Background: an optimization exercise with open tools, aiming at small area. Do not read the settings as production practice.
The RTL was checked by simulation tests, not by an equivalence proof against the original design.
No activity file was given, so power comes from the tool's default toggle rates.

==> design.v <==
module regfile_sb #(
  parameter int DATA_WIDTH = 32,
  parameter int ADDR_WIDTH = 5,
  parameter bit BYPASS     = 1'b1,
  parameter int A0_INDEX   = 10
) (
  input  logic                       clk,
  input  logic                       rst,
  input  logic [ADDR_WIDTH-1:0]      rs1,
  input  logic [ADDR_WIDTH-1:0]      rs2,
  output logic [DATA_WIDTH-1:0]      rd1,
  output logic [DATA_WIDTH-1:0]      rd2,
  input  logic                       we,
  input  logic [ADDR_WIDTH-1:0]      wa,
  input  logic [DATA_WIDTH-1:0]      wd,
  input  logic                       issue_valid,
  input  logic                       issue_use1,
  input  logic                       issue_use2,
  input  logic                       issue_wen,
  input  logic [ADDR_WIDTH-1:0]      issue_rd,
  output logic                       stall,
  output logic [(2**ADDR_WIDTH)-1:0] busy,
  output logic [DATA_WIDTH-1:0]      a0
);
  localparam int DEPTH = 2**ADDR_WIDTH;
  localparam logic [ADDR_WIDTH-1:0] A0_ADDR = ADDR_WIDTH'(A0_INDEX);
  logic [DATA_WIDTH-1:0] mem_q [DEPTH];
  logic [DATA_WIDTH-1:0] mem_d [DEPTH];
  logic [DEPTH-1:0]      busy_q, busy_d;
  logic [DATA_WIDTH-1:0] a0_q, a0_d;
  logic fwd1, fwd2;
  logic hazard1, hazard2, hazard_waw;
  logic fire;
  assign fwd1 = BYPASS && we && (wa == rs1);
  assign fwd2 = BYPASS && we && (wa == rs2);
  always_comb begin
    rd1 = '0;
    rd2 = '0;
    if (!rst && rs1 != '0) rd1 = fwd1 ? wd : mem_q[rs1];
    if (!rst && rs2 != '0) rd2 = fwd2 ? wd : mem_q[rs2];
  end
  assign hazard1    = issue_use1 && busy_q[rs1] && !fwd1;
  assign hazard2    = issue_use2 && busy_q[rs2] && !fwd2;
  assign hazard_waw = issue_wen && busy_q[issue_rd] && (issue_rd != '0);
  assign stall      = issue_valid && (hazard1 || hazard2 || hazard_waw);
  assign fire       = issue_valid && !stall;
  always_comb begin
    for (int i = 0; i < DEPTH; i++)
      mem_d[i] = (we && wa != '0 && wa == ADDR_WIDTH'(i)) ? wd : mem_q[i];
  end
  always_comb begin
    busy_d = busy_q;
    if (we) busy_d[wa] = 1'b0;
    if (fire && issue_wen) busy_d[issue_rd] = 1'b1;
    busy_d[0] = 1'b0;
  end
  always_comb begin
    a0_d = a0_q;
    if (we && wa == A0_ADDR) a0_d = wd;
  end
  always_ff @(posedge clk or posedge rst) begin
    if (rst) begin
      for (int i = 0; i < DEPTH; i++) mem_q[i] <= '0;
      busy_q <= '0;
      a0_q   <= '0;
    end else begin
      for (int i = 0; i < DEPTH; i++) mem_q[i] <= mem_d[i];
      busy_q <= busy_d;
      a0_q   <= a0_d;
    end
  end
  assign busy = busy_q;
  assign a0   = a0_q;
endmodule
==> run.sh <==
#!/bin/bash
# synth_recipe.tcl (not shown) runs the flow's synth.tcl, then flattens the netlist and writes it again
# the make line also repeats each setting of config.mk as NAME=value (left out here)
make -C /OpenROAD-flow-scripts/flow DESIGN_CONFIG=/design/flow/config.mk WORK_HOME=/design/flow/orfs CLKGATE_MAP_FILE= SYNTH_SCRIPT=/design/flow/synth_recipe.tcl finish
==> config.mk <==
export PLATFORM = sky130hd
export DESIGN_NAME = regfile_sb
export DESIGN_NICKNAME = regfile_sb
export VERILOG_FILES = /design/flow/design.v
export SDC_FILE = /design/flow/constraint.sdc
export NUM_CORES = 4
export LEC_CHECK = 0
export CAP_MARGIN = 20
export CORE_MARGIN = 2
export CORE_UTILIZATION = 40
export SLEW_MARGIN = 20
==> constraint.sdc <==
create_clock -name core_clock -period 10.0 [get_ports {clk}]
set_input_delay 2.0000 -clock core_clock [delete_from_list [all_inputs] [get_ports {clk}]]
set_output_delay 2.0000 -clock core_clock [all_outputs]
set_load 0.01 [all_outputs]
==> run notes <==
- Largest family of logic cells by synthesized area: multiplexers
- Combinational Power Share: 0.158
- Net Sw Frac: 0.3024
- Crit path max fanout: 16
- Area leader, netlist: dfrtp_1
- Leading post-synthesis cells by cell area: dfrtp_1, mux2_2, a22oi_1
- Min Tclk post-route: 8.757 ns
- Final setup violation count: 0
- CTS root buf: clkbuf_16
- DRC viols: 0
- CTS tree: built
- Pwr Density: 198.0 nW/um^2
- Synth Area in XOR/XNOR: 0.002524
- Mux cell area share after synthesis: 0.2190
- Int Pwr: 8.816 mW
- CP peak stage delay: 1.02 ns
- Syn_nets: 5044
- YS warnings: 3
- Post-DRT Antenna Nets: 0
- Met1 usage: 0.4987
- Hold Buf Count CTS: 0
- Layout cell share with drive strength beyond 1: 0.3206
- Max Fclk: 114.2 MHz
- Synth Area per Inst: 11.16 um^2
- Yosys top cell area share: 0.4755
- Row count: 136
- Final wirelength: 285.4 mm
- Crit end category: output port
- Vias: 51135
- Crit-path cells: clkdlybuf4s50_1 -> nor3b_4 -> and2_2 -> buf_4 -> a22oi_1 -> nand2_1 -> nor4b_1 -> a31oi_1 -> clkdlybuf4s50_1
- CTS Buf Count: 115
- Initial antenna violation count: 22
- Sequential share of power: 0.475
- Final period util: 0.8757
- Overall routing resource usage: 0.3934
- Commonest cells in the netlist: dfrtp_1, mux2_2, a22oi_1
- Area Growth Syn to Fin: 14.95%
- Post-synth EDFFs: 0
- Status: timing/DRC/antenna clean
- Compound-cell area share of the yosys netlist: 0.1260
- Seq/Total Area, Yosys: 0.4755
- GP Congestion: 0.9984
- Max-slew violations: 0
- Post-layout nets: 5059
- Sum Neg Setup Slack: 0 ns
- Core area: 137700 um^2
- Dpl cells: 6667
- PostCTS Resize Cnt: 0
- Setup bufs post-CTS: 0
- Filler instances: 12738
- Crit-path slowest cell: and2_2
- Max rail drop VDD: 155.8 uV
- Critical Path RT: 8.00 ns
- Most used cell, CP: clkdlybuf4s50_1
- Final Skew: 0.02628 ns
- Worst-Margin Slew: 1.350 ns
- Hold Fails Final Rpt: 0
- Leading register cell type out of synthesis: dfrtp_1
- Post-Synth Simple-Gate Area: 0.1330
- CTS Buffer Depth: 3
- Port-buffer cells: 186
- Yosys reg bits: 1055
- GRT Residual Overflow: 0
- Min-Delay Path Class: reg2reg
- Area occupied by multi-input gates: 27230 um^2
- Register area: 26400 um^2
- I/O Pins: 188
- Post-route insts no fill: 6907
- Post-DR vias/cell: 7.403
- Pre-antenna DRT Iters: 10
- Sink Count: 1055
- Number of global-route vias before repair: 48342
- Worst EP arrival: 6.76 ns
- DR WL/cell: 41.32 um
- Post-DP HPWL: 167.5 mm
- Psw: 3.821 mW
- Lkg Pwr: 28.10 nW
- Mapped cell area: 55520 um^2
- Starting DRT DRC Count: 9370
- Cells after synthesis: 4975
- Max-Cap Viols: 0
- Grt met3 use: 0.1642
- Die Span X: 376.6 um
- Post-synthesis async set-or-reset flop share: 1.000
- Starting density of the core: 0.4033
- Hold_ws: 0.5029 ns
- Met2 Use GR: 0.5379
- Critical path class: in2out
- Yosys cell types: 76
- Global route hottest layer: met2
- Most frequent cell after synthesis: dfrtp_1
- Setup crit start kind: input pin
- Pre-CTS setup slack: 1.502 ns
- Core Util, Final: 0.4636
- Largest net degree at the start of global routing: 178
- Relative slew slack: 0.09927
- Final setup margin: 1.243 ns
- Unrepaired setup endpoints after global routing: false
- Worst skew pair latency: 0.79 ns
- Full die area: 141800 um^2
- H-tree levels: 3
- Clock Power Share: 0.367
- First-pass GRT wire length: 393.0 mm
- CTS clk-pin slew, worst paths: 0.06 ns
- Adder-Cell Fraction of Synth Area: 0.002254
- R2R Setup Slk: 7.22 ns
- DIE HEIGHT: 376.6 um
-- metal layers --
metal | routed length, um | vias to the layer above
met1 | 103500 | 25527
met2 | 112700 | 4917
met5 | 196 | -
met3 | 42670 | 1591
met4 | 26250 | 6
li1 | - | 19094
-- area by class of cell --
cell class                 count  area share
multi-input combinational   3372      0.4266
clock inverter                49     0.01066
tap                         1794     0.03517
inverter                      18    0.001117
clock buffer                 165     0.05264
sequential                  1055      0.4137
antenna                       26    0.001019
timing repair buffer         428     0.05915
-- power groups by stage --
stage	registers [mW]	clock network (mW)	logic, mW
global placement	6.01	0	1.89
floorplan	5.66	0	1.27
detailed placement	6.01	0	1.94
global route	6.05	4.83	2.09
finish	6.00	4.64	2.00
CTS	5.94	4.65	1.95
-- cell families after synthesis --
| group | count (synthesis) |
|---|---|
| and+or+nand+nor | 1352 |
| muxes | 1066 |
| DFF | 1055 |
| AOI/OAI and AO/OA | 927 |
| buffers and inverters | 548 |
| xor gates and xnor gates | 16 |
| adders and majority gates | 10 |
| other | 1 |
-- layout by cell type, fill, tap and decap left out, drive strengths merged, types with 6 or more instances in the layout --
cell type and count:
a2111oi 69, a211oi 15, a21oi 41, a221o 8, a222oi 22, a22o 7, a22oi 580, a31oi 17
a32oi 12, and2 40, and3 220, and3b 7, and4 16, buf 249, bufinv 15, clkbuf 165
clkdlybuf4s50 179, clkinv 24, clkinvlp 7, dfrtp 1055, diode 26, ha 10, inv 21, mux2 1033
mux2i 18, mux4 15, nand2 181, nand2b 16, nand3 455, nand3b 9, nand4 178, nor2 78
nor2b 17, nor3 35, nor3b 10, nor4 72, o21ai 87, o31ai 33, xnor2 6, xor2 10
-- worst max-delay path: cells and delay by family --
family	cells	cell delay, ns
buffers and inverters	3	1.92
AOI/OAI and AO/OA	2	0.56
and+or+nand+nor	4	2.23
-- final timing paths --
path / depth (start not counted) / endpoint / from
max in group asynchronous: 6 / mem_q[12][24]$_DFFE_PP0P_ / rst
max reg2reg: 6 / busy_q[31]$_DFF_PP0_ / busy_q[12]$_DFF_PP0_
min reg2reg: 1 / a0_q[11]$_DFFE_PP0P_ / a0_q[11]$_DFFE_PP0P_
max: 9 / rd2[0] / rs2[3]
min: 1 / a0_q[11]$_DFFE_PP0P_ / a0_q[11]$_DFFE_PP0P_
min in group asynchronous: 3 / mem_q[16][23]$_DFFE_PP0P_ / rst
-- stage by stage --
step	power (mW)	instance area, um^2
after detailed placement	7.953	59700
after CTS	12.54	63740
after global placement	7.902	59660
after global routing	12.97	63780
after floorplan	6.934	55530
final	12.64	63820
-- registers in the layout, indices dropped and copies added (netlist names) --
signal / cells
busy_q: 31
mem_q: 992
a0_q: 32

==> afterwards: timing with drivers on the ports <==
No port has a modelled driver above. Below, the same layout with a new extraction and two added sets of constraints. Step 1 (the two cells are an assumption about what drives the block):
set clk [get_ports {clk}]
set_driving_cell -lib_cell sky130_fd_sc_hd__clkbuf_16 $clk
set_driving_cell -lib_cell sky130_fd_sc_hd__buf_2 [delete_from_list [all_inputs] $clk]
Step 2 adds t to the input delays and takes it off the output delays; t is the mean of the earliest and latest rising clock arrival at the registers after step 1. Input paths then give back, and output paths get back, about the clock's delay inside the block. a / b / c = ideal ports / drivers / drivers and shift; a / b = the first two.
shift t [ns]: 0.863
setup slack, ns: 1.243 / 1.221 / 1.221
cell pins on the clock port's net: 1
After both steps this run still meets setup and hold. For this run, drivers alone change the setup slack by -0.022 ns; drivers and shift together by -0.022 ns.
